From an optimization exercise on the open Yosys and OpenROAD flow, aimed at small area and a short achievable clock period; shortcuts taken in it are not production practice. Only simulation tests tie the RTL to the original design; equivalence was not proved. No activity file was given, so power comes from the tool's default toggle rates.

==> design/flow/design.v <==
`default_nettype none
package rv_exec_pkg;
  typedef logic [31:0] xlen_t;
  typedef logic [4:0]  reg_addr_t;
  typedef struct packed {
    logic [6:0] funct7;
    reg_addr_t  rs2;
    reg_addr_t  rs1;
    logic [2:0] funct3;
    reg_addr_t  rd;
    logic [6:0] opcode;
  } instr_r_t;
  typedef struct packed {
    logic [11:0] imm;
    reg_addr_t   rs1;
    logic [2:0]  funct3;
    reg_addr_t   rd;
    logic [6:0]  opcode;
  } instr_i_t;
  typedef union packed {
    instr_r_t r;
    instr_i_t i;
  } instr_u;
  localparam logic [6:0] OPC_OP     = 7'b0110011;
  localparam logic [6:0] OPC_OP_IMM = 7'b0010011;
  localparam logic [2:0] F3_ADD  = 3'b000;
  localparam logic [2:0] F3_SLL  = 3'b001;
  localparam logic [2:0] F3_SLT  = 3'b010;
  localparam logic [2:0] F3_SLTU = 3'b011;
  localparam logic [2:0] F3_XOR  = 3'b100;
  localparam logic [2:0] F3_SR   = 3'b101;
  localparam logic [2:0] F3_OR   = 3'b110;
  localparam logic [2:0] F3_AND  = 3'b111;
  typedef enum logic [3:0] {
    ALU_ADD,
    ALU_SUB,
    ALU_SLL,
    ALU_SLT,
    ALU_SLTU,
    ALU_XOR,
    ALU_SRL,
    ALU_SRA,
    ALU_OR,
    ALU_AND
  } alu_op_e;
  typedef struct packed {
    alu_op_e   alu_op;
    reg_addr_t rs1;
    reg_addr_t rs2;
    reg_addr_t rd;
    logic      use_imm;
    xlen_t     imm;
    logic      write_en;
  } exec_op_t;
  typedef struct packed {
    logic      we;
    reg_addr_t rd;
    xlen_t     data;
  } wb_t;
endpackage
`default_nettype wire
`timescale 1ns/10ps
`default_nettype none
module rf_aoi222 (
  input  logic s0, d0, s1, d1, s2, d2,
  output logic y_n
);
  assign y_n = ~((s0 & d0) | (s1 & d1) | (s2 & d2));
endmodule
module rf_join11 (
  input  logic [10:0] a_n,
  output logic        y_n
);
  assign y_n = ~(~(&a_n[3:0]) | ~(&a_n[7:4]) | ~(&a_n[10:8]));
endmodule
module rf_read_bit (
  input  logic [32:0] s,
  input  logic [32:0] d,
  output logic        y_n
);
  logic [10:0] t_n;
  for (genvar k = 0; k < 11; k++) begin : g_grp
    rf_aoi222 u_aoi (
      .s0(s[3*k]),   .d0(d[3*k]),
      .s1(s[3*k+1]), .d1(d[3*k+1]),
      .s2(s[3*k+2]), .d2(d[3*k+2]),
      .y_n(t_n[k])
    );
  end
  rf_join11 u_join (.a_n(t_n), .y_n(y_n));
endmodule
`default_nettype wire
`timescale 1ns/10ps
`default_nettype none
module exu_ks_cell (
  input  logic g_hi, p_hi, g_lo, p_lo,
  output logic g_o, p_o
);
  assign g_o = g_hi | (p_hi & g_lo);
  assign p_o = p_hi & p_lo;
endmodule
module exu_ks_gcell (
  input  logic g_hi, p_hi, g_lo,
  output logic g_o
);
  assign g_o = g_hi | (p_hi & g_lo);
endmodule
module exu_sh_bit_n (
  input  logic k, l, r,
  input  logic d, d_lo, d_hi,
  output logic y_n
);
  assign y_n = ~((k & d) | (l & d_lo) | (r & d_hi));
endmodule
module exu_result (
  input  logic [31:0] v_i,       
  input  logic [31:0] c_i,       
  input  logic        cout_i,    
  input  logic        g31_i,     
  input  logic        sum_i,     
  input  logic        slt_i,     
  input  logic        sltu_i,    
  output logic [31:0] y_o
);
  logic [31:0] sum;
  logic        lt, ltu;
  assign sum = v_i ^ c_i;
  assign ltu = ~cout_i;
  assign lt  = v_i[31] ? sum[31] : g31_i;
  assign y_o = ({32{sum_i}} & sum) | {31'd0, (slt_i & lt) | (sltu_i & ltu)};
endmodule
`default_nettype wire
`timescale 1ns/10ps
`default_nettype none
module int_exec_unit (
  input  logic                   clk_i,
  input  logic                   rst_n_i,
  input  logic                   instr_valid_i,
  input  rv_exec_pkg::instr_u    instr_i,
  output logic                   result_valid_o,
  output rv_exec_pkg::reg_addr_t result_rd_o,
  output rv_exec_pkg::xlen_t     result_o,
  output logic                   illegal_o
);
  localparam int LA = 2;
  logic [6:0] opcode;
  logic [2:0] f3;
  logic [6:0] f7;
  logic [4:0] rs1, rs2, rd;
  logic       is_op, is_imm, legal, take;
  assign opcode = instr_i[6:0];
  assign f3     = instr_i[14:12];
  assign f7     = instr_i[31:25];
  assign rs1    = instr_i[19:15];
  assign rs2    = instr_i[24:20];
  assign rd     = instr_i[11:7];
  assign is_op  = (opcode == 7'b0110011);
  assign is_imm = (opcode == 7'b0010011);
  always_comb begin
    legal = 1'b0;
    if (is_op) begin
      legal = (f7 == 7'h00) || ((f7 == 7'h20) && (f3 == 3'd0 || f3 == 3'd5));
    end else if (is_imm) begin
      case (f3)
        3'd1:    legal = (f7 == 7'h00);
        3'd5:    legal = (f7 == 7'h00) || (f7 == 7'h20);
        default: legal = 1'b1;
      endcase
    end
  end
  assign take = instr_valid_i & legal;
  logic arith, inv, is_sll, is_sr;
  assign arith  = (f3 == 3'd0) | (f3 == 3'd2) | (f3 == 3'd3);
  assign inv    = ((f3 == 3'd0) & is_op & instr_i[30]) | (f3 == 3'd2) | (f3 == 3'd3);
  assign is_sll = (f3 == 3'd1);
  assign is_sr  = (f3 == 3'd5);
  logic        valid_q;      
  logic [4:0]  rd_q;         
  logic        illegal_q;
  logic [31:0] res;          
  logic [31:0] rf [1:31];
  logic [31:1] stale, sel1, sel2;
  logic        f1, f2;
  always_comb begin
    for (int i = 1; i < 32; i++) begin
      stale[i] = valid_q & (rd_q == 5'(i));
      sel1[i]  = (rs1 == 5'(i)) & ~stale[i];
      sel2[i]  = (rs2 == 5'(i)) & ~stale[i] & is_op;
    end
  end
  assign f1 = valid_q & (rd_q == rs1) & (rs1 != 5'd0);
  assign f2 = valid_q & (rd_q == rs2) & (rs2 != 5'd0) & is_op;
  logic [31:0] imm;
  assign imm = {{20{instr_i[31]}}, instr_i[31:20]};
  logic [31:0] x1, x2, x1_n, x2_n;
  for (genvar b = 0; b < 32; b++) begin : g_rd
    logic [32:0] s1v, d1v, s2v, d2v;
    always_comb begin
      s1v = '0; d1v = '0; s2v = '0; d2v = '0;
      for (int i = 1; i < 32; i++) begin
        s1v[i] = sel1[i];
        d1v[i] = rf[i][b];
        s2v[i] = sel2[i];
        d2v[i] = rf[i][b];
      end
      s1v[0]  = f1;
      d1v[0]  = res[b];
      s2v[0]  = is_imm;
      d2v[0]  = imm[b];
      s2v[32] = f2;
      d2v[32] = res[b];
    end
    rf_read_bit u_r1 (.s(s1v), .d(d1v), .y_n(x1_n[b]));
    rf_read_bit u_r2 (.s(s2v), .d(d2v), .y_n(x2_n[b]));
  end
  assign x1 = ~x1_n;
  assign x2 = ~x2_n;
  logic [31:0] x2i, ar, s0, s1, t, t_rev;
  logic        fill;
  assign x2i = x2 ^ {32{inv}};
  always_comb begin
    for (int i = 0; i < 32; i++) ar[i] = is_sll ? x1[31-i] : x1[i];
  end
  assign fill = is_sr & instr_i[30] & x1[31];
  assign s0 = x2[0] ? {fill, ar[31:1]}      : ar;
  assign s1 = x2[1] ? {{2{fill}}, s0[31:2]} : s0;
  assign t  = x2[2] ? {{4{fill}}, s1[31:4]} : s1;
  always_comb begin
    for (int i = 0; i < 32; i++) t_rev[i] = t[31-i];
  end
  logic d_sum, d_and, d_or;
  assign d_sum = arith | (f3 == 3'd4);      
  assign d_and = (f3 == 3'd7);
  assign d_or  = (f3 == 3'd6);
  logic [31:0] opv, p_d;
  assign opv = ({32{d_sum}}  & (x1 ^ x2i))
             | ({32{d_and}}  & (x1 & x2))
             | ({32{d_or}}   & (x1 | x2))
             | ({32{is_sll}} & t_rev)
             | ({32{is_sr}}  & t);
  assign p_d = take ? opv : res;
  logic [31:0] ga [0:LA];
  logic [31:0] pa [0:LA];
  assign pa[0] = x1 ^ x2i;
  always_comb begin
    ga[0]    = x1 & x2i;
    ga[0][0] = (x1[0] & x2i[0]) | ((x1[0] ^ x2i[0]) & inv);
  end
  for (genvar l = 0; l < LA; l++) begin : g_ksa
    for (genvar i = 0; i < 32; i++) begin : g_bit
      if (i >= (2 << l)) begin : g_cell
        exu_ks_cell u_c (
          .g_hi (ga[l][i]), .p_hi (pa[l][i]),
          .g_lo (ga[l][i - (1 << l)]), .p_lo (pa[l][i - (1 << l)]),
          .g_o (ga[l+1][i]), .p_o (pa[l+1][i])
        );
      end else if (i >= (1 << l)) begin : g_gcell
        exu_ks_gcell u_c (
          .g_hi (ga[l][i]), .p_hi (pa[l][i]), .g_lo (ga[l][i - (1 << l)]),
          .g_o (ga[l+1][i])
        );
        assign pa[l+1][i] = 1'b0;
      end else begin : g_pass
        assign ga[l+1][i] = ga[l][i];
        assign pa[l+1][i] = pa[l][i];
      end
    end
  end
  logic do_add;
  assign do_add = take & arith;
  logic [31:0] p_q;          
  logic [31:0] gl_q, pl_q;   
  logic        cin_q;
  logic        sum_q, slt_q, sltu_q;    
  logic        k3_q, l3_q, r3_q, k4_q, l4_q, r4_q, fill_q, fill_n_q;
  always_ff @(posedge clk_i or negedge rst_n_i) begin
    if (!rst_n_i) begin
      valid_q   <= 1'b0;
      illegal_q <= 1'b0;
      rd_q      <= '0;
      sum_q     <= 1'b0;
      slt_q     <= 1'b0;
      sltu_q    <= 1'b0;
    end else begin
      valid_q   <= take;
      illegal_q <= instr_valid_i & ~legal;
      if (take) rd_q <= rd;
      sum_q     <= ~(take & ((f3 == 3'd2) | (f3 == 3'd3)));
      slt_q     <= take & (f3 == 3'd2);
      sltu_q    <= take & (f3 == 3'd3);
    end
  end
  always_ff @(posedge clk_i) begin
    p_q    <= p_d;
    gl_q   <= ga[LA] & {32{do_add}};
    pl_q   <= pa[LA];
    cin_q  <= do_add & inv;
    k3_q   <= ~(take & (is_sll | is_sr) & x2[3]);
    l3_q   <= take & is_sll & x2[3];
    r3_q   <= take & is_sr & x2[3];
    k4_q   <= ~(take & (is_sll | is_sr) & x2[4]);
    l4_q   <= take & is_sll & x2[4];
    r4_q   <= take & is_sr & x2[4];
    fill_q <= fill;
    fill_n_q <= ~fill;
  end
  logic [31:0] u3_n, u4;
  for (genvar i = 0; i < 32; i++) begin : g_sh
    exu_sh_bit_n u_s3 (
      .k (k3_q), .l (l3_q), .r (r3_q),
      .d (p_q[i]),
      .d_lo ((i >= 8)  ? p_q[(i >= 8) ? i - 8 : 0] : 1'b0),
      .d_hi ((i < 24)  ? p_q[(i < 24) ? i + 8 : 0] : fill_q),
      .y_n (u3_n[i])
    );
  end
  for (genvar i = 0; i < 32; i++) begin : g_sh4
    exu_sh_bit_n u_s4 (
      .k (k4_q), .l (l4_q), .r (r4_q),
      .d (u3_n[i]),
      .d_lo ((i >= 16) ? u3_n[(i >= 16) ? i - 16 : 0] : 1'b1),
      .d_hi ((i < 16)  ? u3_n[(i < 16) ? i + 16 : 0] : fill_n_q),
      .y_n (u4[i])
    );
  end
  logic [31:0] gb [LA:5];
  logic [31:0] pb [LA:5];
  assign gb[LA] = gl_q;
  assign pb[LA] = pl_q;
  for (genvar l = LA; l < 5; l++) begin : g_ksb
    for (genvar i = 0; i < 32; i++) begin : g_bit
      if (i >= (2 << l)) begin : g_cell
        exu_ks_cell u_c (
          .g_hi (gb[l][i]), .p_hi (pb[l][i]),
          .g_lo (gb[l][i - (1 << l)]), .p_lo (pb[l][i - (1 << l)]),
          .g_o (gb[l+1][i]), .p_o (pb[l+1][i])
        );
      end else if (i >= (1 << l)) begin : g_gcell
        exu_ks_gcell u_c (
          .g_hi (gb[l][i]), .p_hi (pb[l][i]), .g_lo (gb[l][i - (1 << l)]),
          .g_o (gb[l+1][i])
        );
        assign pb[l+1][i] = 1'b0;
      end else begin : g_pass
        assign gb[l+1][i] = gb[l][i];
        assign pb[l+1][i] = pb[l][i];
      end
    end
  end
  logic [31:0] carry;
  assign carry = {gb[5][30:0], cin_q};
  exu_result u_res_out (
    .v_i (u4), .c_i (carry), .cout_i (gb[5][31]), .g31_i (gl_q[31]),
    .sum_i (sum_q), .slt_i (slt_q), .sltu_i (sltu_q),
    .y_o (result_o)
  );
  exu_result u_res_int (
    .v_i (u4), .c_i (carry), .cout_i (gb[5][31]), .g31_i (gl_q[31]),
    .sum_i (sum_q), .slt_i (slt_q), .sltu_i (sltu_q),
    .y_o (res)
  );
  always_ff @(posedge clk_i) begin
    for (int i = 1; i < 32; i++) begin
      if (stale[i]) rf[i] <= res;
    end
  end
  assign result_valid_o = valid_q;
  assign result_rd_o    = rd_q;
  assign illegal_o      = illegal_q;
endmodule
`default_nettype wire
==> design/flow/run.sh <==
#!/bin/bash
# synth_recipe.tcl (not shown) runs the flow's synth.tcl, then flattens the netlist and writes it again
# the make line also repeats each setting of config.mk as NAME=value (left out here)
make -C /OpenROAD-flow-scripts/flow DESIGN_CONFIG=/design/flow/config.mk WORK_HOME=/design/flow/orfs CLKGATE_MAP_FILE= SYNTH_SCRIPT=/design/flow/synth_recipe.tcl finish
==> design/flow/config.mk <==
export PLATFORM = sky130hd
export DESIGN_NAME = int_exec_unit
export DESIGN_NICKNAME = int_exec_unit
export VERILOG_FILES = /design/flow/design.v
export SDC_FILE = /design/flow/constraint.sdc
export NUM_CORES = 4
export LEC_CHECK = 0
export CAP_MARGIN = 20
export CORE_MARGIN = 2
export CORE_UTILIZATION = 55
export SETUP_SLACK_MARGIN = 4.0
export SLEW_MARGIN = 20
export SYNTH_HIERARCHICAL = 1
export TNS_END_PERCENT = 5
==> design/flow/constraint.sdc <==
create_clock -name core_clock -period 9.0 [get_ports {clk_i}]
set_input_delay 1.8000 -clock core_clock [delete_from_list [all_inputs] [get_ports {clk_i}]]
set_output_delay 1.8000 -clock core_clock [all_outputs]
set_load 0.01 [all_outputs]
==> qor.yml, run 1 <==
outcome:
  run_status: "complete, no violations"
die:
  initial_core_util: 0.5534
  design.core.area_sq_um: 89740
  io-pin-count: 74
  die-area_sq_um: 92710
  die_y_um: 304.5
  rows: 110
  fp.dieW_um: 304.5
yosys:
  syn-cell-area_sq_um: 49660
  synth_simple_gate_area_frac: 0.09062
  seq_area_frac_synth: 0.6456
  synthFlopType: "edfxtp_1"
  synthMuxAreaShare: 0.02167
  synth_async_sr_flop_share: 0.009066
  synth_edf_count: 992
  synth.yosys.warnings: 84
  synth-compound-area-share: 0.2039
  ys_ff_latch: 1103
  synthAdderAreaFrac: 0.009423
  synth_cell_types: 61
  synth_top_family_by_area: "compound AO/OA/AOI/OAI gates"
  synth_xor_area_frac: 0.01852
  synthCells: 3330
  syn_area_per_cell_sq_um: 14.91
setup_path:
  cp_slowest_cell: "nand4_1"
  cp_top_family: "simple AND/OR/NAND/NOR gates"
  reg2reg_depth: 15
  critPathBufInv: 4
  r2r_slack_ns: 3.65
  cp_max_fo: 12
  worstPathArrival_ns: 6.01
  worstSetupPathDepth: 14
  end_kind: "register"
  r2r-start: "rd_q[4]"
  r2r_end: "p_q[28]"
  slowest_delay_ns: 0.75
  cp.required_ns: 9.58
  crit_end: "gl_q[7]"
  path_class: "in2reg"
  startpoint: "instr_i[21]"
  path_cells: "clkdlybuf4s15_2 -> nand2b_1 -> nor3_4 -> buf_12 -> buf_16 -> buf_12 -> a222oi_1 -> nand4_1 -> nor3_4 -> xnor2_1 -> ha_1 -> and2_1 -> a21o_1 -> and2_1"
  critPathLaunchType: "input port"
sta:
  fin_ws_ns: 3.568
  min_period_ns: 5.432
  final_max_slew_viol_count: 0
  fin_tns_setup_ns: 0
  setup_violations: 0
  hold_violations: 0
  worst_pin_slew_ns: 1.038
  rsz0062_at_grt: "yes"
  min_period_over_period: 0.6035
  relSlewSlack: 0.3060
  finalClockSkew_ns: 0.05525
  hold_ws_ns: 0.6685
  fmax_mhz: 184.1
global_route:
  grt_antenna_before_repair: 7
  grt_overflow: 0
  track_usage: 0.4490
  grt_max_degree: 76
  grt_pass1_wl_um: 294600
  first_global_vias: 39030
detailed_routing:
  drtAntennaViolNets: 0
  routed_wl_um: 213900
  post-route-drc-count: 0
  first_iter_violations: 11130
  wire_per_inst_um: 41.94
  firstDrtPassIters: 15
  vias: 41780
  viasPerCell: 8.190
placement:
  pre_cts_slack_ns: 2.034
  dp_hpwl_um: 129300
  port_buffers: 73
  place.gp.congestion: 1.007
power:
  p_leak_nw: 21.01
  vdd_drop_max_uv: 256.5
  p_per_area_nw_per_um2: 203.6
  p_total_w: 0.01222
cells_and_area:
  nFillCells: 6207
  drive_gt1_frac: 0.1903
  regArea_sq_um: 32060
  multiInputGateArea_sq_um: 18650
  syn2layout_area_growth_pct: 20.87
  final_common_cell: "edfxtp_1"
  final_core_util: 0.6689
  fin_nets: 3892
  mostFrequentLayoutCells: "992 x edfxtp_1, 769 x a222oi_1, 213 x buf_4, 195 x and2_1, 135 x nand4_1"
clock_network:
  path_clk_slew_ns: 0.06
  cts_buffers: 110
  cts_tree: "done"
  htreeDepth: 3
  cts-root-buf: "clkbuf_16"
  cts_hold_buf: 0
  clk_latency_ns: 0.74
  clockBufferDepth: 3
  clock_sinks: 1103
job:
  maxCapViolCount: 0
worst_hold_path:
  min_path_type: "reg2reg"
## final cells by class
cell class	instances	area share
clock inverter	65	0.01090
timing repair buffer	381	0.06691
clock buffer	141	0.04988
antenna	5	0.0002084
multi-input combinational	2189	0.3108
tap	1176	0.02451
sequential	1103	0.5342
inverter	41	0.002626
## cells by family after synthesis
logic type,count (synthesis)
other,2
adders and majority gates,39
DFF,1103
muxes,73
buffers and inverters,124
xor gates and xnor gates,105
AOI/OAI and AO/OA,1115
and+or+nand+nor,769
## per-stage QoR
| stage | cell area (sq um) | std cells |
|---|---|---|
| after floorplan | 50070 | 3416 |
| after global placement | 53710 | 4743 |
| after detailed placement | 53710 | 4743 |
| after CTS | 59550 | 5067 |
| after global routing | 60010 | 5096 |
| final | 60030 | 5101 |
## layer usage
metal | share of wire | up-vias | global-route usage
li1 | - | 16260 | -
met1 | 0.33 | 20260 | 0.5760
met2 | 0.42 | 4410 | 0.6609
met3 | 0.18 | 845 | 0.1711
met4 | 0.075 | 6 | 0.2394
met5 | 0.0014 | - | 0.02171
## Yosys stat by module, one instance, submodules excluded, a selection
module,flops+latches,copies in the design
exu_sh_bit_n,0,64
int_exec_unit,1103,1
exu_result,0,2
rf_join11,0,64
rf_aoi222,0,704
exu_ks_gcell,0,31
exu_ks_cell,0,98
## synth_stat cells (7+ instances only)
cell type,instances,area share
o2111ai_1,14,0.0025
dfrtp_1,10,0.0050
dfxtp_1,101,0.041
a22oi_1,11,0.0017
nor2_1,86,0.0065
nor3_2,65,0.013
and2_1,197,0.025
nand2b_1,15,0.0019
nor4_1,13,0.0016
a222oi_1,769,0.15
xor2_1,72,0.013
o22a_1,17,0.0030
o21ai_0,46,0.0046
nand3_1,83,0.0084
a21o_1,131,0.020
o221ai_1,22,0.0039
mux4_2,27,0.012
edfxtp_1,992,0.60
buf_2,17,0.0017
ha_1,31,0.0078
mux2i_1,40,0.0081
nand2_1,77,0.0058
nor3_1,60,0.0060
maj3_1,8,0.0016
clkbuf_1,59,0.0045
a21oi_1,59,0.0059
inv_1,40,0.0030
nand4_1,135,0.017
xnor2_1,33,0.0058
nor2b_1,9,0.0011
a211oi_1,7,0.0011
## state kept, by name, summed over array words and instances, names as in the netlist
signal	flops
cin_q	1
fill_n_q	1
fill_q	1
gl_q	32
illegal_q	1
k3_q	1
k4_q	1
l3_q	1
l4_q	1
p_q	32
pl_q	28
r3_q	1
r4_q	1
rd_q	5
rf	992
slt_q	1
sltu_q	1
sum_q	1
valid_q	1
## timing repair
action / 4_1_cts / 5_1_grt
endpoints found under the setup margin: 99 / 96
cloned: 14 / 2
pin swaps: 66 / 42
setup buffers: 104 / 27
resized for setup: 239 / 58
hold endpoints to repair: 0 / 0
## report_power, final
group	total, W	switching [W]	internal, W
Clock	0.00465	0.00203	0.00262
Sequential	0.00592	0.0000672	0.00585
Combinational	0.00165	0.00113	0.000516
Total	0.0122	0.00323	0.00899
## how the worst min path moves through the flow
stage,from,end,slack [ns],cells after the start
3_5_place_dp,rd_q[1],rd_q[1],0.68,2
6_report,rd_q[2],rd_q[2],0.67,2
4_1_cts,rd_q[1],rd_q[1],0.71,2
3_3_place_gp,rd_q[1],rd_q[1],0.65,2
2_1_floorplan,rd_q[0],rd_q[0],0.72,3
5_1_grt,rd_q[2],rd_q[2],0.70,2
## worst register-to-register path, cell delays in order (launching register included)
cell and delay [ns]:
dfrtp_1 0.57, nor2b_1 0.39, nand2_1 0.34, nor2_4 0.19
buf_6 0.44, nor3_2 0.13, buf_6 0.24, a222oi_1 0.50
nand4_1 0.56, nor3_4 0.34, inv_1 0.11, ha_2 0.30
nor2_1 0.09, a21oi_1 0.06, a222oi_1 0.61, a41oi_2 0.26
==> run 2: changes to the inputs <==
--- a/design/flow/design.v
+++ b/design/flow/design.v
@@ -170,7 +170,9 @@
   end
   assign take = instr_valid_i & legal;
+  logic use_rs2;
+  assign use_rs2 = instr_i[5];
   logic arith, inv, is_sll, is_sr;
   assign arith  = (f3 == 3'd0) | (f3 == 3'd2) | (f3 == 3'd3);
-  assign inv    = ((f3 == 3'd0) & is_op & instr_i[30]) | (f3 == 3'd2) | (f3 == 3'd3);
+  assign inv    = ((f3 == 3'd0) & use_rs2 & instr_i[30]) | (f3 == 3'd2) | (f3 == 3'd3);
   assign is_sll = (f3 == 3'd1);
   assign is_sr  = (f3 == 3'd5);
@@ -186,9 +188,9 @@
       stale[i] = valid_q & (rd_q == 5'(i));
       sel1[i]  = (rs1 == 5'(i)) & ~stale[i];
-      sel2[i]  = (rs2 == 5'(i)) & ~stale[i] & is_op;
+      sel2[i]  = (rs2 == 5'(i)) & ~stale[i] & use_rs2;
     end
   end
   assign f1 = valid_q & (rd_q == rs1) & (rs1 != 5'd0);
-  assign f2 = valid_q & (rd_q == rs2) & (rs2 != 5'd0) & is_op;
+  assign f2 = valid_q & (rd_q == rs2) & (rs2 != 5'd0) & use_rs2;
   logic [31:0] imm;
   assign imm = {{20{instr_i[31]}}, instr_i[31:20]};
@@ -206,5 +208,5 @@
       s1v[0]  = f1;
       d1v[0]  = res[b];
-      s2v[0]  = is_imm;
+      s2v[0]  = ~use_rs2;
       d2v[0]  = imm[b];
       s2v[32] = f2;
==> design/flow/flow/run.sh (new file) <==
#!/bin/bash
# The standard layout (the standard.sh, unchanged synthesis and steps),
# with the port buffers made from sky130_fd_sc_hd__buf_4 instead of the
# delay-buffer cell buffer_ports picks by default. Every input and output
# port still gets its own buffer.
set -euo pipefail
bash standard.sh "BUFFER_PORTS_ARGS=-buffer_cell sky130_fd_sc_hd__buf_4" finish > flow_make.log 2>&1
==> design/flow/standard.sh (new file) <==
#!/bin/bash
# synth_recipe.tcl (not shown) runs the flow's synth.tcl, then flattens the netlist and writes it again
# the make line also repeats each setting of config.mk as NAME=value (left out here)
make -C /OpenROAD-flow-scripts/flow DESIGN_CONFIG=/design/flow/config.mk WORK_HOME=/design/flow/orfs CLKGATE_MAP_FILE= SYNTH_SCRIPT=/design/flow/synth_recipe.tcl "${@:-finish}"
removed: design/flow/run.sh
==> qor.yml, run 2 <==
yosys:
  synth_edf_count: 992
  yosys.area.top_type: "edfxtp_1"
  synth.yosys.warnings: 84
  yosysMostFrequentCell: "edfxtp_1"
  synth_cell_types: 69
  synthTopCellsByArea: "edfxtp_1 60%, a222oi_1 15%, dfxtp_1 4.1%"
  syn-cell-area_sq_um: 49920
  syn_area_per_cell_sq_um: 15.04
  ys_ff_latch: 1103
  seq_area_frac_synth: 0.6422
  synth.top_cell.area_share: 0.5967
  synth_async_sr_flop_share: 0.009066
  synthFlopType: "edfxtp_1"
  synthCells: 3319
  synth_commonest_cells: "992 x edfxtp_1, 769 x a222oi_1, 197 x and2_1, 130 x a21o_1, 130 x nand4_1"
clock_network:
  clk_latency_ns: 0.74
  clock_sinks: 1103
  cts-root-buf: "clkbuf_16"
  cts_tree: "done"
  cts_hold_buf: 0
  cts_buffers: 109
  path_clk_slew_ns: 0.06
  htreeDepth: 3
  clockBufferDepth: 3
sta:
  rsz0062_at_grt: "yes"
  hold_violations: 0
  relSlewSlack: 0.2756
  fin_tns_setup_ns: 0
  min_period_ns: 5.131
  min_period_over_period: 0.5701
  fmax_mhz: 194.9
  setup_violations: 0
  finalClockSkew_ns: 0.05499
  worst_pin_slew_ns: 1.084
  final_max_slew_viol_count: 0
die:
  fp.dieW_um: 305.3
  die-area_sq_um: 93190
  die_y_um: 305.3
  io-pin-count: 74
  design.core.area_sq_um: 90010
  rows: 110
  initial_core_util: 0.5546
global_route:
  grt_antenna_before_repair: 6
  track_usage: 0.4332
  grt_overflow: 0
  grt_max_degree: 64
  first_global_vias: 38450
  grt_pass1_wl_um: 286800
placement:
  place.gp.congestion: 0.9625
  dp_hpwl_um: 132900
  port_buffers: 73
job:
  maxCapViolCount: 0
power:
  vdd_drop_max_uv: 208.9
  p_per_area_nw_per_um2: 212.3
  p_leak_nw: 20.49
cells_and_area:
  top_register: "rf"
  nFillCells: 6333
  final_common_cell: "edfxtp_1"
  reg_top3: "rf x992, gl_q x32, p_q x32"
  syn2layout_area_growth_pct: 18.87
  mostFrequentLayoutCells: "992 x edfxtp_1, 769 x a222oi_1, 248 x buf_4, 196 x and2_1, 130 x nand4_1"
  largest_reg_flops: 992
  drive_gt1_frac: 0.2112
  fin_nets: 3834
  final_core_util: 0.6593
detailed_routing:
  wire_per_inst_um: 41.55
  drtAntennaViolNets: 0
  vias: 41090
  routed_wl_um: 209300
  viasPerCell: 8.157
  first_iter_violations: 10800
  firstDrtPassIters: 14
  post-route-drc-count: 0
setup_path:
  cp_slowest_cell: "nand4_1"
  cp_max_fo: 34
  cp.required_ns: 9.54
  reg2reg_depth: 13
  worstPathArrival_ns: 5.67
  path_cells: "or2_4 -> nor2_4 -> buf_6 -> nor3_2 -> buf_4 -> a222oi_1 -> nand4_1 -> nor3_4 -> mux2i_1 -> mux4_2 -> a221o_1 -> a221oi_2 -> a31oi_1"
  r2r-start: "rd_q[1]"
  slowest_delay_ns: 0.71
  end_kind: "register"
  path_class: "reg2reg"
  startpoint: "rd_q[1]"
  critPathLaunchType: "register"
worst_hold_path:
  min_path_type: "reg2reg"
  min_path_cells: 1
  min_from: "rd_q[3]"
outcome:
  run_status: "complete, no violations"
## run 2: cells by family (layout without fill, tap and decap cells)
| kind of cell | Yosys count | count (layout) | share of synthesized area |
|---|---|---|---|
| buffers and inverters | 120 | 573 | 0.01058 |
| other | 2 | 92 | 0.0001504 |
| AOI/OAI and AO/OA | 1106 | 1106 | 0.2009 |
| muxes | 98 | 98 | 0.02845 |
| adders and majority gates | 52 | 52 | 0.01198 |
| DFF | 1103 | 1103 | 0.6422 |
| and+or+nand+nor | 734 | 734 | 0.08747 |
| xor gates and xnor gates | 104 | 104 | 0.01825 |
## run 2: area by class of cell
class	count	area [sq um]	area share
tap	1176	1471	0.02480
timing repair inverter	1	7.507	0.0001265
timing repair buffer	331	3089	0.05206
multi-input combinational	2182	18970	0.3196
clock inverter	62	634.4	0.01069
antenna	4	10.01	0.0001687
sequential	1103	32080	0.5406
clock buffer	139	2923	0.04925
inverter	40	160.2	0.002699
## run 2: report_power, final
part | switching [W] | internal [W] | total [W]
Combinational | 0.00141 | 0.000709 | 0.00212
Clock | 0.00200 | 0.00259 | 0.00459
Sequential | 0.0000679 | 0.00582 | 0.00589
## run 2: worst paths after layout
path	endpoint	slack (ns)
min in group asynchronous	slt_q	1.00
min	rd_q[3]	0.74
max reg2reg	p_q[22]	3.87
max in group asynchronous	rd_q[3]	7.68
min reg2reg	rd_q[3]	0.74
max	p_q[22]	3.87
## run 2: metal layers
metal,part of all wire,GRT usage,wire [um],up-vias
li1,-,-,-,16140
met1,0.33,0.5626,68560,19930
met2,0.43,0.6436,89300,4224
met3,0.17,0.1532,36510,795
met4,0.071,0.2264,14940,2
met5,0.000076,0,16,-
## run 2: timing repair
action	CTS	global route
setup buffers	59	36
setup endpoints to repair	97	66
resized for setup	139	125
pin swaps	62	69
gates cloned	1	4
## run 2: worst max-delay path: cells and delay by family (launching register included)
family	cells	cell delay (ns)
muxes	2	0.71
DFF	1	0.55
buffers and inverters	2	0.69
and+or+nand+nor	5	2.00
AOI/OAI and AO/OA	4	0.96
## run 2: per-module statistics from Yosys (local to each module, per instance), excerpt
module,cell area (sq um),cells
int_exec_unit,37860,1928
exu_result,515.5,70
rf_join11,27.53,4
exu_ks_cell,13.76,2
exu_sh_bit_n,10.01,1
rf_aoi222,10.01,1
exu_ks_gcell,7.507,1
## run 2: stage by stage
step           instance area [sq um]  std cells  hold WS [ns]  power, W  setup slack (ns)
5_1_grt                        59330       5034        0.7805   0.01288             3.892
2_1_floorplan                  50280       3405        0.7091  0.007010             1.786
3_3_place_gp                   53720       4733        0.7289  0.007842             2.023
6_report                       59340       5038        0.7420   0.01260             3.869
4_1_cts                        58450       4994        0.7024   0.01245             3.931
3_5_place_dp                   53730       4733        0.7646  0.007869             1.913
==> run 3: changes to the inputs <==
--- a/design/flow/design.v
+++ b/design/flow/design.v
@@ -74,4 +74,13 @@
   assign y_n = ~(~(&a_n[3:0]) | ~(&a_n[7:4]) | ~(&a_n[10:8]));
 endmodule
+module rf_onehot (
+  input  logic [4:0]  a,
+  input  logic        en,
+  output logic [31:1] y
+);
+  always_comb begin
+    for (int i = 1; i < 32; i++) y[i] = en & (a == 5'(i));
+  end
+endmodule
 module rf_read_bit (
   input  logic [32:0] s,
@@ -113,4 +122,17 @@
   assign y_n = ~((k & d) | (l & d_lo) | (r & d_hi));
 endmodule
+module exu_xor2 (
+  input  logic a, b,
+  output logic y
+);
+  assign y = a ^ b;
+endmodule
+module exu_sel6 (
+  input  logic [5:0] s,
+  input  logic [5:0] d,
+  output logic       y
+);
+  assign y = |(s & d);
+endmodule
 module exu_result (
   input  logic [31:0] v_i,       
@@ -182,13 +204,12 @@
   logic [31:0] res;          
   logic [31:0] rf [1:31];
-  logic [31:1] stale, sel1, sel2;
+  logic [31:1] stale, stale_rd, dec1, dec2, sel1, sel2;
   logic        f1, f2;
-  always_comb begin
-    for (int i = 1; i < 32; i++) begin
-      stale[i] = valid_q & (rd_q == 5'(i));
-      sel1[i]  = (rs1 == 5'(i)) & ~stale[i];
-      sel2[i]  = (rs2 == 5'(i)) & ~stale[i] & use_rs2;
-    end
-  end
+  rf_onehot u_dec_rs1 (.a (rs1),  .en (1'b1),    .y (dec1));
+  rf_onehot u_dec_rs2 (.a (rs2),  .en (use_rs2), .y (dec2));
+  rf_onehot u_dec_st  (.a (rd_q), .en (valid_q), .y (stale_rd));
+  rf_onehot u_dec_wr  (.a (rd_q), .en (valid_q), .y (stale));
+  assign sel1 = dec1 & ~stale_rd;
+  assign sel2 = dec2 & ~stale_rd;
   assign f1 = valid_q & (rd_q == rs1) & (rs1 != 5'd0);
   assign f2 = valid_q & (rd_q == rs2) & (rs2 != 5'd0) & use_rs2;
@@ -235,14 +256,18 @@
   assign d_and = (f3 == 3'd7);
   assign d_or  = (f3 == 3'd6);
-  logic [31:0] opv, p_d;
-  assign opv = ({32{d_sum}}  & (x1 ^ x2i))
-             | ({32{d_and}}  & (x1 & x2))
-             | ({32{d_or}}   & (x1 | x2))
-             | ({32{is_sll}} & t_rev)
-             | ({32{is_sr}}  & t);
-  assign p_d = take ? opv : res;
+  logic [31:0] xs, p_d;
+  logic [5:0]  psel;
+  assign psel = {~take, take & is_sr, take & is_sll, take & d_or, take & d_and, take & d_sum};
+  for (genvar i = 0; i < 32; i++) begin : g_p
+    exu_xor2 u_x (.a (x1[i]), .b (x2i[i]), .y (xs[i]));
+    exu_sel6 u_s (
+      .s (psel),
+      .d ({res[i], t[i], t_rev[i], x1[i] | x2[i], x1[i] & x2[i], xs[i]}),
+      .y (p_d[i])
+    );
+  end
   logic [31:0] ga [0:LA];
   logic [31:0] pa [0:LA];
-  assign pa[0] = x1 ^ x2i;
+  assign pa[0] = xs;
   always_comb begin
     ga[0]    = x1 & x2i;
--- a/design/flow/config.mk
+++ b/design/flow/config.mk
@@ -9,5 +9,7 @@
 export CORE_MARGIN = 2
 export CORE_UTILIZATION = 55
-export SETUP_SLACK_MARGIN = 4.0
+export CTS_CLUSTER_DIAMETER = 100
+export CTS_CLUSTER_SIZE = 20
+export SETUP_SLACK_MARGIN = 5.0
 export SLEW_MARGIN = 20
 export SYNTH_HIERARCHICAL = 1
==> qor.yml, run 3 <==
setup_path:
  cp_top_family: "simple AND/OR/NAND/NOR gates"
  critPathBufInv: 3
  reg2reg_depth: 15
  cp_max_fo: 12
  end_kind: "register"
  path_class: "in2reg"
  critPathLaunchType: "input port"
  slowest_delay_ns: 0.61
  worstPathArrival_ns: 5.59
  cpMostUsedCell: "buf_4"
  cp_slowest_cell: "a222oi_1"
  worstSetupPathDepth: 14
  cp.required_ns: 9.61
  path_cells: "buf_6 -> nand4b_1 -> nor2_4 -> nor2b_4 -> buf_4 -> buf_4 -> a222oi_1 -> nand4_1 -> nor3_4 -> xnor2_1 -> xor2_1 -> and2_1 -> a21o_1 -> and3_1"
yosys:
  synth_async_sr_flop_share: 0.009066
  synthTopCellsByArea: "edfxtp_1 60%, a222oi_1 16%, dfxtp_1 4.1%"
  synthFlopType: "edfxtp_1"
  yosys.area.top_type: "edfxtp_1"
  synth.top_cell.area_share: 0.5999
  syn_area_per_cell_sq_um: 14.84
  synthCells: 3346
  synth_cell_types: 59
  synth_commonest_cells: "992 x edfxtp_1, 775 x a222oi_1, 191 x and2_1, 177 x nor2_1, 132 x nand4_1"
  syn-cell-area_sq_um: 49660
  synth_edf_count: 992
  synth.yosys.warnings: 85
  seq_area_frac_synth: 0.6457
  yosysMostFrequentCell: "edfxtp_1"
  ys_ff_latch: 1103
sta:
  final_max_slew_viol_count: 0
  worst_pin_slew_ns: 1.110
  min_period_ns: 4.984
  fmax_mhz: 200.7
  hold_ws_ns: 0.8359
  relSlewSlack: 0.2602
  setup_violations: 0
  finalClockSkew_ns: 0.03337
  hold_violations: 0
  min_period_over_period: 0.5537
  fin_tns_setup_ns: 0
  rsz0062_at_grt: "yes"
clock_network:
  path_clk_slew_ns: 0.08
  clockBufferDepth: 3
  clock_sinks: 1103
  cts-root-buf: "clkbuf_16"
  cts_tree: "done"
  clk_latency_ns: 0.69
  htreeDepth: 3
  cts_hold_buf: 0
  cts_buffers: 68
cells_and_area:
  drive_gt1_frac: 0.2004
  largest_reg_flops: 992
  final_core_util: 0.6527
  final_common_cell: "edfxtp_1"
  nFillCells: 6484
  fin_nets: 3888
  reg_top3: "rf x992, gl_q x32, p_q x32"
  syn2layout_area_growth_pct: 17.95
  mostFrequentLayoutCells: "992 x edfxtp_1, 775 x a222oi_1, 297 x buf_4, 189 x and2_1, 132 x nand4_1"
  top_register: "rf"
outcome:
  run_status: "complete, no violations"
detailed_routing:
  firstDrtPassIters: 15
  routed_wl_um: 211300
  viasPerCell: 8.186
  drtAntennaViolNets: 0
  first_iter_violations: 11130
  vias: 41390
  post-route-drc-count: 0
  wire_per_inst_um: 41.79
power:
  vdd_drop_max_uv: 215.0
  p_per_area_nw_per_um2: 183.4
  p_leak_nw: 20.60
worst_hold_path:
  min_path_cells: 1
  min_path_type: "reg2reg"
placement:
  port_buffers: 73
  place.gp.congestion: 1.029
  dp_hpwl_um: 123900
global_route:
  first_global_vias: 38990
  grt_overflow: 0
  track_usage: 0.4443
  grt_antenna_before_repair: 9
  grt_max_degree: 65
  grt_pass1_wl_um: 292600
die:
  io-pin-count: 74
  die-area_sq_um: 92700
  fp.dieW_um: 304.5
  design.core.area_sq_um: 89740
  die_y_um: 304.5
  rows: 110
  initial_core_util: 0.5533
job:
  maxCapViolCount: 0
run 3: cell types whose count changed after synthesis, sizes merged, moves of 18 or more:
| cell | delta |
|---|---|
| nand3 | +19 |
| and3 | +32 |
| o21ai | -41 |
| mux2 | -33 |
| nor2 | +87 |
| a21oi | -52 |
| nor3 | -56 |
| nor2b | +58 |
| a31oi | -18 |
| maj3 | -21 |
| xor2 | +35 |
| ha | -31 |
| a22oi | +86 |
run 3: cell type report:
type	instances	area [sq um]	area share
multi-input combinational	2263	19380	0.3309
inverter	42	160.2	0.002735
clock inverter	11	152.6	0.002606
timing repair buffer	375	3537	0.06039
clock buffer	84	1783	0.03044
antenna	2	5.005	0.00008545
sequential	1103	32080	0.5477
tap	1176	1471	0.02512
run 3: metrics by stage:
stage	setup slack, ns	cells	instance area (sq um)	power, W
floorplan	4.410	3440	50470	0.006735
global placement	2.688	4760	53530	0.007373
detailed placement	2.798	4760	53530	0.007390
CTS	4.298	5032	58130	0.01062
global route	4.011	5054	58560	0.01097
finish	4.016	5056	58570	0.01074
run 3: worst register-to-register path, cell delays in order (launching register included):
cell and delay, ns:
dfxtp_1 0.60, a222oi_1 0.24, a222oi_1 0.40, buf_4 0.18
xor2_1 0.14, and2_2 0.66, buf_4 0.44, a222oi_1 0.18
nand4_1 0.42, nor3_4 0.09, buf_6 0.18, mux4_2 0.51
a22o_1 0.30, a221oi_4 0.28, a22oi_1 0.16, nand3_1 0.12
run 3: cells by family (layout without fill, tap and decap cells):
family          count (synthesis)  after routing  synth area share
compound gates               1071           1071            0.2013
xor+xnor                      137            137           0.02416
buf+inv                        95            512          0.008391
flops                        1103           1103            0.6457
mux                            61             61           0.01623
other cells                     2             98         0.0001512
simple gates                  877            898            0.1041
run 3: repair_timing:
action                                 4_1_cts  5_1_grt
buffers inserted                           152       19
resized for setup                          207       39
gates cloned                                25        3
pin swaps                                   99       52
setup endpoints to repair                  132      137
endpoints found under the hold margin        0        0
run 3: modules after synthesis (local to each module, per instance), a selection:
| module | copies in the design | area, sq um |
|---|---|---|
| exu_result | 2 | 515.5 |
| exu_ks_gcell | 31 | 7.507 |
| rf_join11 | 64 | 27.53 |
| exu_sel6 | 32 | 27.53 |
| exu_ks_cell | 98 | 13.76 |
| rf_aoi222 | 704 | 10.01 |
| int_exec_unit | 1 | 35510 |
| exu_xor2 | 32 | 8.758 |
| rf_onehot | 4 | 230.2 |
| exu_sh_bit_n | 64 | 10.01 |
run 3: path summary, 6_finish.rpt:
| path | end | from | slack (ns) |
|---|---|---|---|
| max in group asynchronous | rd_q[2] | rst_n_i | 7.74 |
| min | rd_q[0] | rd_q[0] | 0.84 |
| max reg2reg | p_q[8] | p_q[16] | 4.05 |
| min in group asynchronous | illegal_q | rst_n_i | 0.98 |
| max | gl_q[23] | instr_i[5] | 4.02 |
| min reg2reg | rd_q[0] | rd_q[0] | 0.84 |
run 3: routing by layer:
metal,wire length (um),track usage
met1,68340,0.5608
met5,254,0.01550
met3,35670,0.1558
met4,17760,0.2758
met2,89270,0.6572
run 3: power breakdown:
group / switching [W] / internal, W
Combinational: 0.00116 / 0.000610
Clock: 0.00174 / 0.00143
Sequential: 0.0000594 / 0.00574
Total: 0.00296 / 0.00778
==> run 4: changes to the inputs <==
--- a/design/flow/design.v
+++ b/design/flow/design.v
@@ -83,4 +83,11 @@
   end
 endmodule
+module rf_match (
+  input  logic [4:0] a, b,
+  input  logic       en,
+  output logic       y
+);
+  assign y = en & (a == b);
+endmodule
 module rf_read_bit (
   input  logic [32:0] s,
@@ -200,4 +207,5 @@
   assign is_sr  = (f3 == 3'd5);
   logic        valid_q;      
+  logic        wnz_q;        
   logic [4:0]  rd_q;         
   logic        illegal_q;
@@ -212,6 +220,6 @@
   assign sel1 = dec1 & ~stale_rd;
   assign sel2 = dec2 & ~stale_rd;
-  assign f1 = valid_q & (rd_q == rs1) & (rs1 != 5'd0);
-  assign f2 = valid_q & (rd_q == rs2) & (rs2 != 5'd0) & use_rs2;
+  rf_match u_m1 (.a (rs1), .b (rd_q), .en (wnz_q),           .y (f1));
+  rf_match u_m2 (.a (rs2), .b (rd_q), .en (wnz_q & use_rs2), .y (f2));
   logic [31:0] imm;
   assign imm = {{20{instr_i[31]}}, instr_i[31:20]};
@@ -304,4 +312,5 @@
     if (!rst_n_i) begin
       valid_q   <= 1'b0;
+      wnz_q     <= 1'b0;
       illegal_q <= 1'b0;
       rd_q      <= '0;
@@ -311,4 +320,5 @@
     end else begin
       valid_q   <= take;
+      wnz_q     <= take & (rd != 5'd0);
       illegal_q <= instr_valid_i & ~legal;
       if (take) rd_q <= rd;
@@ -332,5 +342,5 @@
     fill_n_q <= ~fill;
   end
-  logic [31:0] u3_n, u4;
+  logic [31:0] u3_n;
   for (genvar i = 0; i < 32; i++) begin : g_sh
     exu_sh_bit_n u_s3 (
@@ -342,4 +352,5 @@
     );
   end
+  logic [31:0] u4, u4i;
   for (genvar i = 0; i < 32; i++) begin : g_sh4
     exu_sh_bit_n u_s4 (
@@ -350,4 +361,11 @@
       .y_n (u4[i])
     );
+    exu_sh_bit_n u_s4i (
+      .k (k4_q), .l (l4_q), .r (r4_q),
+      .d (u3_n[i]),
+      .d_lo ((i >= 16) ? u3_n[(i >= 16) ? i - 16 : 0] : 1'b1),
+      .d_hi ((i < 16)  ? u3_n[(i < 16) ? i + 16 : 0] : fill_n_q),
+      .y_n (u4i[i])
+    );
   end
   logic [31:0] gb [LA:5];
@@ -383,5 +401,5 @@
   );
   exu_result u_res_int (
-    .v_i (u4), .c_i (carry), .cout_i (gb[5][31]), .g31_i (gl_q[31]),
+    .v_i (u4i), .c_i (carry), .cout_i (gb[5][31]), .g31_i (gl_q[31]),
     .sum_i (sum_q), .slt_i (slt_q), .sltu_i (sltu_q),
     .y_o (res)
==> qor.yml, run 4 <==
outcome:
  run_status: "complete, no violations"
placement:
  dp_hpwl_um: 127500
  place.gp.congestion: 1.029
  place_area_sq_um: 54010
  port_buffers: 73
setup_path:
  end_kind: "register"
  critPathLaunchType: "input port"
  path_class: "in2reg"
  r2r-start: "r3_q"
  cp.required_ns: 9.57
  r2r_slack_ns: 4.24
  worstPathArrival_ns: 5.36
  cp_max_fo: 8
  r2r_end: "p_q[12]"
  reg2reg_depth: 18
detailed_routing:
  post-route-drc-count: 0
  drtAntennaViolNets: 0
  routed_wl_um: 220600
  first_iter_violations: 12090
  vias: 42830
  wire_per_inst_um: 42.39
  viasPerCell: 8.231
  firstDrtPassIters: 15
cells_and_area:
  largest_reg_flops: 992
  final_common_cell: "edfxtp_1"
  mostFrequentLayoutCells: "992 x edfxtp_1, 807 x a222oi_1, 356 x buf_4, 188 x and2_1, 132 x nand4_1"
  reg_top3: "rf x992, gl_q x32, p_q x32"
  nFillCells: 6425
  syn2layout_area_growth_pct: 20.41
  final_core_util: 0.6688
  top_register: "rf"
  fin_nets: 4022
  drive_gt1_frac: 0.2195
  multiInputGateArea_sq_um: 19990
  fin_area_sq_um: 60200
  regArea_sq_um: 32100
die:
  io-pin-count: 74
  initial_core_util: 0.5554
  die-area_sq_um: 93330
  die_y_um: 305.5
  design.core.area_sq_um: 90010
  fp.dieW_um: 305.5
  rows: 110
clock_network:
  clock_sinks: 1104
  cts_hold_buf: 0
  path_clk_slew_ns: 0.09
  cts-root-buf: "clkbuf_16"
  clockBufferDepth: 3
  cts_buffers: 61
  htreeDepth: 2
  cts_tree: "done"
  clk_latency_ns: 0.73
sta:
  hold_ws_ns: 0.8383
  fmax_mhz: 208.6
  setup_violations: 0
  hold_violations: 0
  finalClockSkew_ns: 0.03007
  min_period_over_period: 0.5326
  fin_tns_setup_ns: 0
  final_max_slew_viol_count: 0
  rsz0062_at_grt: "yes"
  worst_pin_slew_ns: 1.036
  relSlewSlack: 0.3070
  min_period_ns: 4.793
yosys:
  synth_async_sr_flop_share: 0.009964
  yosys.area.top_type: "edfxtp_1"
  synthFlopType: "edfxtp_1"
  synth.yosys.warnings: 85
  synthTopCellsByArea: "edfxtp_1 60%, a222oi_1 16%, dfxtp_1 4.0%"
  synthCells: 3379
  synth_commonest_cells: "992 x edfxtp_1, 807 x a222oi_1, 192 x and2_1, 178 x nor2_1, 132 x nand4_1"
  syn_area_per_cell_sq_um: 14.80
  synth.top_cell.area_share: 0.5958
  synth_cell_types: 55
  seq_area_frac_synth: 0.6418
  syn-cell-area_sq_um: 50000
  synth_edf_count: 992
  yosysMostFrequentCell: "edfxtp_1"
  ys_ff_latch: 1104
worst_hold_path:
  holdPathEnd: "p_q[12]"
  min_path_cells: 6
  min_path_type: "reg2reg"
  min_from: "rf[25][12]"
global_route:
  grt_pass1_wl_um: 303300
  grt_antenna_before_repair: 11
  track_usage: 0.4601
  grt_max_degree: 65
  first_global_vias: 39890
  grt_overflow: 0
power:
  p_total_w: 0.01066
  power_frac_comb: 0.178
  p_sw_w: 0.002947
  power_frac_clock: 0.276
  power_frac_seq: 0.545
  p_per_area_nw_per_um2: 177.0
  sw_frac_of_total: 0.2766
  p_leak_nw: 21.28
  vdd_drop_max_uv: 180.6
  intPower_w: 0.007708
job:
  maxCapViolCount: 0
run 4: changes by cell type after synthesis, moves of 2 or more:
cell | previous run | this run
xor2_1 | 99 | 104
a222oi_1 | 775 | 807
clkbuf_1 | 31 | 33
xnor2_1 | 38 | 35
clkbuf_2 | 2 | 0
run 4: through the flow:
step | std cells | worst slack [ns]
2_1_floorplan | 3489 | 4.409
3_3_place_gp | 4812 | 2.775
3_5_place_dp | 4816 | 2.720
6_report | 5203 | 4.207
4_1_cts | 5145 | 4.534
5_1_grt | 5198 | 4.202
run 4: worst max-delay path, stage by stage:
cell      delay [ns]
buf_12          0.11
nand4b_1        0.16
buf_4           0.17
nor2_4          0.03
nor2b_4         0.14
buf_12          0.16
buf_6           0.11
a222oi_1        0.51
nand4_1         0.65
nor3_4          0.38
buf_6           0.15
mux4_2          0.25
o22a_1          0.20
o221ai_4        0.13
a22oi_1         0.20
nand3_1         0.18
run 4: logic make-up (layout without fill, tap and decap cells):
kind of cell / after synthesis / in the layout / synth area share
AND/OR/NAND/NOR: 877 / 897 / 0.1032
multiplexers: 61 / 61 / 0.01612
AO/OA/AOI/OAI: 1101 / 1101 / 0.2061
flip-flops: 1104 / 1104 / 0.6418
buffers and inverters: 95 / 608 / 0.008309
XOR/XNOR: 139 / 139 / 0.02435
other: 2 / 117 / 0.0001502
run 4: how the worst max path moves through the flow:
stage,end,start,slack (ns)
after floorplan,p_q[19],r4_q,4.41
after global placement,p_q[18],instr_i[21],2.78
after detailed placement,p_q[18],instr_i[21],2.72
after CTS,gl_q[29],instr_i[5],4.53
after global routing,p_q[6],instr_i[18],4.20
final,p_q[0],instr_i[18],4.21
run 4: routing by layer:
layer  vias up  share of wire  GRT usage
met5         -       0.000059          0
met2      4384           0.42     0.6829
met3       939           0.17     0.1606
met1     20890           0.32     0.5814
li1      16610              -          -
met4         2          0.085     0.2827
run 4: layout make-up:
| cell class | count | area share |
|---|---|---|
| sequential | 1104 | 0.5333 |
| multi-input combinational | 2310 | 0.3320 |
| timing repair buffer | 469 | 0.07888 |
| clock buffer | 93 | 0.02752 |
| tap | 1176 | 0.02444 |
| inverter | 41 | 0.002681 |
| clock inverter | 5 | 0.0009977 |
| antenna | 5 | 0.0002078 |
run 4: power by group through the flow:
stage | registers, W | logic (W) | clock network, W
after detailed placement | 0.00592 | 0.00150 | 0
after global routing | 0.00581 | 0.00196 | 0.00310
after floorplan | 0.00589 | 0.000870 | 0
final | 0.00581 | 0.00190 | 0.00295
after CTS | 0.00580 | 0.00176 | 0.00293
after global placement | 0.00592 | 0.00148 | 0
run 4: per-module statistics from Yosys, one instance, submodules excluded, a selection:
module         area (sq um)  copies in the design  flops+latches
exu_ks_cell           13.76                    98              0
exu_result            515.5                     2              0
exu_sel6              27.53                    32              0
exu_xor2              8.758                    32              0
int_exec_unit         35420                     1           1104
rf_aoi222             10.01                   704              0
rf_join11             27.53                    64              0
rf_onehot             230.2                     4              0
run 4: what timing repair did:
item / CTS / global route
buffers inserted: 198 / 50
resized for setup: 323 / 40
pin swaps: 169 / 58
gates cloned: 33 / 3
setup endpoints to repair: 137 / 124
==> run 5: changes to the inputs <==
--- a/design/flow/design.v
+++ b/design/flow/design.v
@@ -147,4 +147,5 @@
   input  logic        cout_i,    
   input  logic        g31_i,     
+  input  logic        p31_i,     
   input  logic        sum_i,     
   input  logic        slt_i,     
@@ -156,5 +157,5 @@
   assign sum = v_i ^ c_i;
   assign ltu = ~cout_i;
-  assign lt  = v_i[31] ? sum[31] : g31_i;
+  assign lt  = p31_i ? sum[31] : g31_i;
   assign y_o = ({32{sum_i}} & sum) | {31'd0, (slt_i & lt) | (sltu_i & ltu)};
 endmodule
@@ -396,10 +397,10 @@
   assign carry = {gb[5][30:0], cin_q};
   exu_result u_res_out (
-    .v_i (u4), .c_i (carry), .cout_i (gb[5][31]), .g31_i (gl_q[31]),
+    .v_i (u4), .c_i (carry), .cout_i (gb[5][31]), .g31_i (gl_q[31]), .p31_i (p_q[31]),
     .sum_i (sum_q), .slt_i (slt_q), .sltu_i (sltu_q),
     .y_o (result_o)
   );
   exu_result u_res_int (
-    .v_i (u4i), .c_i (carry), .cout_i (gb[5][31]), .g31_i (gl_q[31]),
+    .v_i (u4i), .c_i (carry), .cout_i (gb[5][31]), .g31_i (gl_q[31]), .p31_i (p_q[31]),
     .sum_i (sum_q), .slt_i (slt_q), .sltu_i (sltu_q),
     .y_o (res)
==> qor.yml, run 5 <==
outcome:
  run_status: "complete, no violations"
cells_and_area:
  reg_top3: "rf x992, gl_q x32, p_q x32"
  drive_gt1_frac: 0.2503
  mostFrequentLayoutCells: "992 x edfxtp_1, 807 x a222oi_1, 389 x buf_4, 132 x nand4_1, 130 x a21o_1"
  fin_nets: 4088
  fin_area_sq_um: 61520
  top_register: "rf"
  nFillCells: 6194
  final_common_cell: "edfxtp_1"
  syn2layout_area_growth_pct: 22.85
  fin_cells: 5264
  largest_reg_flops: 992
die:
  rows: 110
  io-pin-count: 74
  design.core.area_sq_um: 90150
  fp.dieW_um: 305.7
  initial_core_util: 0.5555
  die-area_sq_um: 93480
  die_y_um: 305.7
sta:
  hold_violations: 0
  finalClockSkew_ns: 0.04246
  fin_tns_setup_ns: 0
  worst_pin_slew_ns: 1.183
  setup_violations: 0
  rsz0062_at_grt: "yes"
  fmax_mhz: 203.9
  final_max_slew_viol_count: 0
  fin_ws_ns: 4.096
  relSlewSlack: 0.2114
  min_period_over_period: 0.5449
  min_period_ns: 4.904
global_route:
  grt_overflow: 0
  track_usage: 0.4724
  grt_pass1_wl_um: 309900
  grt_max_degree: 65
  grt_antenna_before_repair: 7
  first_global_vias: 40200
placement:
  port_buffers: 73
  dp_hpwl_um: 130700
  place_area_sq_um: 54050
  place.gp.congestion: 0.9912
  dpl.cell_count: 4822
  pre_cts_slack_ns: 2.747
yosys:
  synthCells: 3383
  ys_ff_latch: 1104
  yosysMostFrequentCell: "edfxtp_1"
  seq_area_frac_synth: 0.6407
  synthTopCellsByArea: "edfxtp_1 59%, a222oi_1 16%, dfxtp_1 4.0%"
  synth_edf_count: 992
  yosys.area.top_type: "edfxtp_1"
  synth.yosys.warnings: 85
  syn-cell-area_sq_um: 50080
  synth_async_sr_flop_share: 0.009964
  synthFlopType: "edfxtp_1"
  synth_commonest_cells: "992 x edfxtp_1, 807 x a222oi_1, 180 x nor2_1, 132 x nand4_1"
  syn_area_per_cell_sq_um: 14.80
  synth.top_cell.area_share: 0.5948
  synth_cell_types: 56
setup_path:
  reg2reg_depth: 13
  path_class: "in2reg"
  r2r-start: "rd_q[1]"
  r2r_end: "p_q[23]"
  cp_max_fo: 32
  worstPathArrival_ns: 5.43
  r2r_slack_ns: 4.18
  critPathLaunchType: "input port"
  cp.required_ns: 9.53
  end_kind: "register"
job:
  maxCapViolCount: 0
clock_network:
  clk_latency_ns: 0.70
  clock_sinks: 1104
  cts_tree: "done"
  path_clk_slew_ns: 0.09
  cts_buffers: 68
  htreeDepth: 3
  cts-root-buf: "clkbuf_16"
  clockBufferDepth: 3
detailed_routing:
  drtAntennaViolNets: 0
  first_iter_violations: 12320
  firstDrtPassIters: 15
  vias: 43330
  viasPerCell: 8.232
  post-route-drc-count: 0
  wire_per_inst_um: 42.95
  routed_wl_um: 226100
power:
  p_per_area_nw_per_um2: 178.2
  p_leak_nw: 21.93
  p_total_w: 0.01096
  vdd_drop_max_uv: 209.7
worst_hold_path:
  min_path_cells: 6
  min_from: "rf[25][0]"
  holdPathEnd: "p_q[0]"
  min_path_type: "reg2reg"
## run 5: cell count changes after synthesis, sizes merged
| cell | change |
|---|---|
| a21oi | +2 |
| a221o | -2 |
| mux2i | -2 |
| nor2 | +2 |
| o21ai | +4 |
## run 5: metal layers
metal	wire length [um]	global-route usage
met1	72640	0.5916
met4	20670	0.3219
met5	17	0
met3	38640	0.1789
met2	94140	0.6814
## run 5: cell families (layout without fill, tap and decap cells)
family | after synthesis | count (layout) | synth area share
other | 2 | 117 | 0.0001500
buffers and inverters | 95 | 668 | 0.008445
XOR/XNOR | 139 | 139 | 0.02431
AND/OR/NAND/NOR | 879 | 896 | 0.1048
AO/OA/AOI/OAI | 1105 | 1105 | 0.2059
multiplexers | 59 | 59 | 0.01569
flip-flops | 1104 | 1104 | 0.6407
## run 5: layout make-up
| cell class | instances | area [sq um] | area share |
|---|---|---|---|
| flip-flops and latches | 1104 | 32100 | 0.5218 |
| multi-input cells | 2311 | 20160 | 0.3277 |
| repair buffers | 527 | 5647 | 0.09179 |
| clock buffers | 87 | 1815 | 0.02951 |
| well taps | 1176 | 1471 | 0.02392 |
| clock inverters | 13 | 156.4 | 0.002542 |
| inverters | 41 | 156.4 | 0.002542 |
| diodes | 5 | 12.51 | 0.0002034 |
## run 5: how the worst max path moves through the flow
stage / startpoint / to
after floorplan: instr_i[24] / p_q[3]
after global placement: instr_i[5] / p_q[25]
after detailed placement: instr_i[5] / p_q[5]
after CTS: instr_i[19] / p_q[23]
after global routing: instr_i[22] / p_q[17]
final: instr_i[15] / p_q[23]
## run 5: per-module statistics from Yosys, one instance, submodules excluded, a selection
module         cell area [sq um]  times used  cells  flip-flops and latches
exu_ks_cell                13.76          98      2                       0
exu_ks_gcell               7.507          31      1                       0
exu_result                 556.8           2     72                       0
exu_sel6                   27.53          32      4                       0
exu_sh_bit_n               10.01          96      1                       0
exu_xor2                   8.758          32      1                       0
int_exec_unit              35420           1   1598                    1104
rf_aoi222                  10.01         704      1                       0
rf_join11                  27.53          64      4                       0
rf_match                   56.30           2      7                       0
rf_onehot                  230.2           4     46                       0
## run 5: per-stage QoR
step / hold WS (ns) / utilization
5_1_grt: 0.9347 / 0.6823
2_1_floorplan: 0.7211 / -
3_3_place_gp: 0.8174 / 0.5995
4_1_cts: 0.8529 / 0.6729
3_5_place_dp: 0.8308 / 0.5995
6_report: 0.8662 / 0.6824
## run 5: power by group
group,internal (W),switching [W]
registers,0.00575,0.0000628
logic,0.000709,0.00125
clock network,0.00145,0.00175
total,0.00791,0.00306
## run 5: repair_timing
action,in CTS,in global routing
hold buffers,0,0
pin swaps,196,92
resized for setup,338,43
setup buffers,237,57
cloned,37,3
endpoints found under the setup margin,132,132
## run 5: critical path: stages
cell	delay [ns]
buf_6	0.11
nand2b_4	0.15
buf_4	0.14
nor2_1	0.06
nor2b_4	0.13
buf_12	0.18
a222oi_1	0.96
nand3_2	0.37
nor3_4	0.43
mux2i_4	0.16
mux2i_4	0.26
a22o_1	0.18
a221oi_2	0.05
a22oi_1	0.23
nand3_1	0.16
==> run 6: changes to the inputs <==
--- a/design/flow/design.v
+++ b/design/flow/design.v
@@ -83,4 +83,14 @@
   end
 endmodule
+module rf_sel (
+  input  logic [4:0]  a,
+  input  logic        en,
+  input  logic [31:1] mask,
+  output logic [31:1] y
+);
+  always_comb begin
+    for (int i = 1; i < 32; i++) y[i] = en & (a == 5'(i)) & ~mask[i];
+  end
+endmodule
 module rf_match (
   input  logic [4:0] a, b,
@@ -213,12 +223,10 @@
   logic [31:0] res;          
   logic [31:0] rf [1:31];
-  logic [31:1] stale, stale_rd, dec1, dec2, sel1, sel2;
+  logic [31:1] stale, stale_rd, sel1, sel2;
   logic        f1, f2;
-  rf_onehot u_dec_rs1 (.a (rs1),  .en (1'b1),    .y (dec1));
-  rf_onehot u_dec_rs2 (.a (rs2),  .en (use_rs2), .y (dec2));
   rf_onehot u_dec_st  (.a (rd_q), .en (valid_q), .y (stale_rd));
   rf_onehot u_dec_wr  (.a (rd_q), .en (valid_q), .y (stale));
-  assign sel1 = dec1 & ~stale_rd;
-  assign sel2 = dec2 & ~stale_rd;
+  rf_sel u_sel1 (.a (rs1), .en (1'b1),    .mask (stale_rd), .y (sel1));
+  rf_sel u_sel2 (.a (rs2), .en (use_rs2), .mask (stale_rd), .y (sel2));
   rf_match u_m1 (.a (rs1), .b (rd_q), .en (wnz_q),           .y (f1));
   rf_match u_m2 (.a (rs2), .b (rd_q), .en (wnz_q & use_rs2), .y (f2));
==> qor.yml, run 6 <==
cells_and_area:
  reg_top3: "rf x992, gl_q x32, p_q x32"
  nFillCells: 6240
  drive_gt1_frac: 0.2219
  syn2layout_area_growth_pct: 19.83
  regArea_sq_um: 32100
  multiInputGateArea_sq_um: 19660
  fin_cells: 5085
  final_core_util: 0.6651
  largest_reg_flops: 992
  top_register: "rf"
  fin_nets: 3915
  final_common_cell: "edfxtp_1"
  mostFrequentLayoutCells: "992 x edfxtp_1, 806 x a222oi_1, 292 x buf_4, 132 x a21o_1, 132 x nand4_1"
yosys:
  synthTopCellsByArea: "edfxtp_1 60%, a222oi_1 16%, dfxtp_1 4.0%"
  synth_async_sr_flop_share: 0.009964
  synthFlopType: "edfxtp_1"
  yosysMostFrequentCell: "edfxtp_1"
  yosys.area.top_type: "edfxtp_1"
  synth.top_cell.area_share: 0.5954
  synth_cell_types: 67
  syn_area_per_cell_sq_um: 15.03
  seq_area_frac_synth: 0.6413
  synth.yosys.warnings: 86
  synth_commonest_cells: "992 x edfxtp_1, 806 x a222oi_1, 132 x a21o_1, 132 x nand4_1, 131 x and2_1"
  synth_edf_count: 992
  synthCells: 3329
  ys_ff_latch: 1104
  syn-cell-area_sq_um: 50030
sta:
  worst_pin_slew_ns: 1.209
  setup_violations: 0
  final_max_slew_viol_count: 0
  fin_tns_setup_ns: 0
  rsz0062_at_grt: "yes"
  min_period_ns: 4.810
  relSlewSlack: 0.1941
  finalClockSkew_ns: 0.03453
  hold_violations: 0
  min_period_over_period: 0.5344
  fmax_mhz: 207.9
power:
  power_frac_seq: 0.536
  intPower_w: 0.007832
  p_per_area_nw_per_um2: 180.7
  power_frac_comb: 0.178
  p_leak_nw: 20.87
  vdd_drop_max_uv: 220.4
  power_frac_clock: 0.286
  p_sw_w: 0.002999
  p_total_w: 0.01083
  sw_frac_of_total: 0.2769
die:
  io-pin-count: 74
  initial_core_util: 0.5550
  design.core.area_sq_um: 90150
  rows: 110
  fp.dieW_um: 305.6
  die-area_sq_um: 93400
  die_y_um: 305.6
job:
  maxCapViolCount: 0
global_route:
  grt_overflow: 0
  track_usage: 0.4456
  grt_max_degree: 85
  grt_antenna_before_repair: 10
  first_global_vias: 39210
  grt_pass1_wl_um: 295300
setup_path:
  end_kind: "register"
  cp_top_family: "simple AND/OR/NAND/NOR gates"
  path_class: "in2reg"
  critPathBufInv: 2
  critPathLaunchType: "input port"
  r2r-start: "k3_q"
  slowest_delay_ns: 0.62
  path_cells: "buf_6 -> xor2_1 -> nor4_2 -> and3_4 -> bufbuf_16 -> a222oi_1 -> nand4_1 -> nor3_4 -> mux4_2 -> o22a_1 -> o21ai_0 -> a22oi_1 -> nand3_1"
  worstPathArrival_ns: 5.33
  startpoint: "instr_i[15]"
  cp_max_fo: 8
  cp.required_ns: 9.52
  cp_slowest_cell: "nand4_1"
worst_hold_path:
  min_from: "rd_q[0]"
  min_path_type: "reg2reg"
placement:
  port_buffers: 73
  dp_hpwl_um: 131000
  place.gp.congestion: 0.9713
  dpl.cell_count: 4788
detailed_routing:
  post-route-drc-count: 0
  viasPerCell: 8.287
  first_iter_violations: 12110
  vias: 42140
  drtAntennaViolNets: 0
  wire_per_inst_um: 41.96
  routed_wl_um: 213400
  firstDrtPassIters: 15
clock_network:
  clockBufferDepth: 3
  htreeDepth: 3
  cts_hold_buf: 0
  cts-root-buf: "clkbuf_16"
  cts_buffers: 66
  path_clk_slew_ns: 0.08
  clk_latency_ns: 0.68
  clock_sinks: 1104
  cts_tree: "done"
outcome:
  run_status: "complete, no violations"
-- run 6: stage by stage --
stage / worst slack (ns) / instance area, sq um / hold slack, ns
after global routing: 4.184 / 59950 / 0.8388
after detailed placement: 2.582 / 54400 / 0.8345
after floorplan: 3.963 / 51180 / 0.7147
after CTS: 4.415 / 59250 / 0.8000
final: 4.190 / 59960 / 0.8369
after global placement: 2.511 / 54360 / 0.8181
-- run 6: repair_timing --
item / 4_1_cts / 5_1_grt
endpoints found under the hold margin: 0 / 0
gates resized for setup: 270 / 61
pin swaps: 148 / 103
gates cloned: 18 / 1
setup endpoints to repair: 141 / 131
buffers inserted: 139 / 41
-- run 6: area by class of cell --
type	instances	area share
sequential	1104	0.5354
multi-input combinational	2209	0.3280
timing repair buffer	425	0.07603
clock buffer	84	0.02867
tap	1176	0.02454
inverter	74	0.004988
clock inverter	11	0.002316
antenna	2	0.00008348
-- run 6: cell families after synthesis --
group	after synthesis	synth area share
flip-flops	1104	0.6413
multiplexers	51	0.01943
other	2	0.0001501
buffers and inverters	126	0.01045
AND/OR/NAND/NOR	807	0.09795
XOR/XNOR	138	0.02416
AO/OA/AOI/OAI	1101	0.2066
-- run 6: routing by layer --
| layer | routed length (um) | vias up | track usage | part of all wire |
|---|---|---|---|---|
| met5 | 44 | - | 0.002067 | 0.00021 |
| met1 | 67510 | 20420 | 0.5600 | 0.32 |
| met2 | 90970 | 4444 | 0.6589 | 0.43 |
| li1 | - | 16380 | - | - |
| met4 | 17920 | 6 | 0.2803 | 0.084 |
| met3 | 36940 | 890 | 0.1593 | 0.17 |
-- run 6: power groups by stage --
stage	sequential (W)	clock [W]	combinational, W
after floorplan	0.00589	0	0.000910
after global placement	0.00592	0	0.00154
after detailed placement	0.00592	0	0.00156
after CTS	0.00581	0.00309	0.00177
after global routing	0.00581	0.00327	0.00198
final	0.00581	0.00309	0.00193
-- run 6: path summary, 6_finish.rpt --
kind / endpoint / slack (ns) / cells past startpoint
worst max register to register: p_q[3] / 4.20 / 14
worst min register to register: rd_q[0] / 0.84 / 1
worst max-delay path: p_q[3] / 4.19 / 13
max in group asynchronous: rd_q[4] / 7.70 / 1
worst min-delay path: rd_q[0] / 0.84 / 1
min in group asynchronous: illegal_q / 0.99 / 1
-- run 6: per-module statistics from Yosys, one instance, submodules excluded, excerpt --
module         flip-flops and latches  cells inside
rf_match                            0             7
exu_sh_bit_n                        0             1
rf_join11                           0             4
rf_onehot                           0            46
exu_result                          0            72
exu_ks_gcell                        0             1
exu_sel6                            0             4
int_exec_unit                    1104          1544
exu_ks_cell                         0             2

Setup slack of run 6, layout unchanged: 4.190 ns with ideal ports, 4.171 ns with driving cells assumed (clock clkbuf_16, inputs buf_2), 3.438 ns with port delays also shifted by the 0.733 ns mid clock arrival.
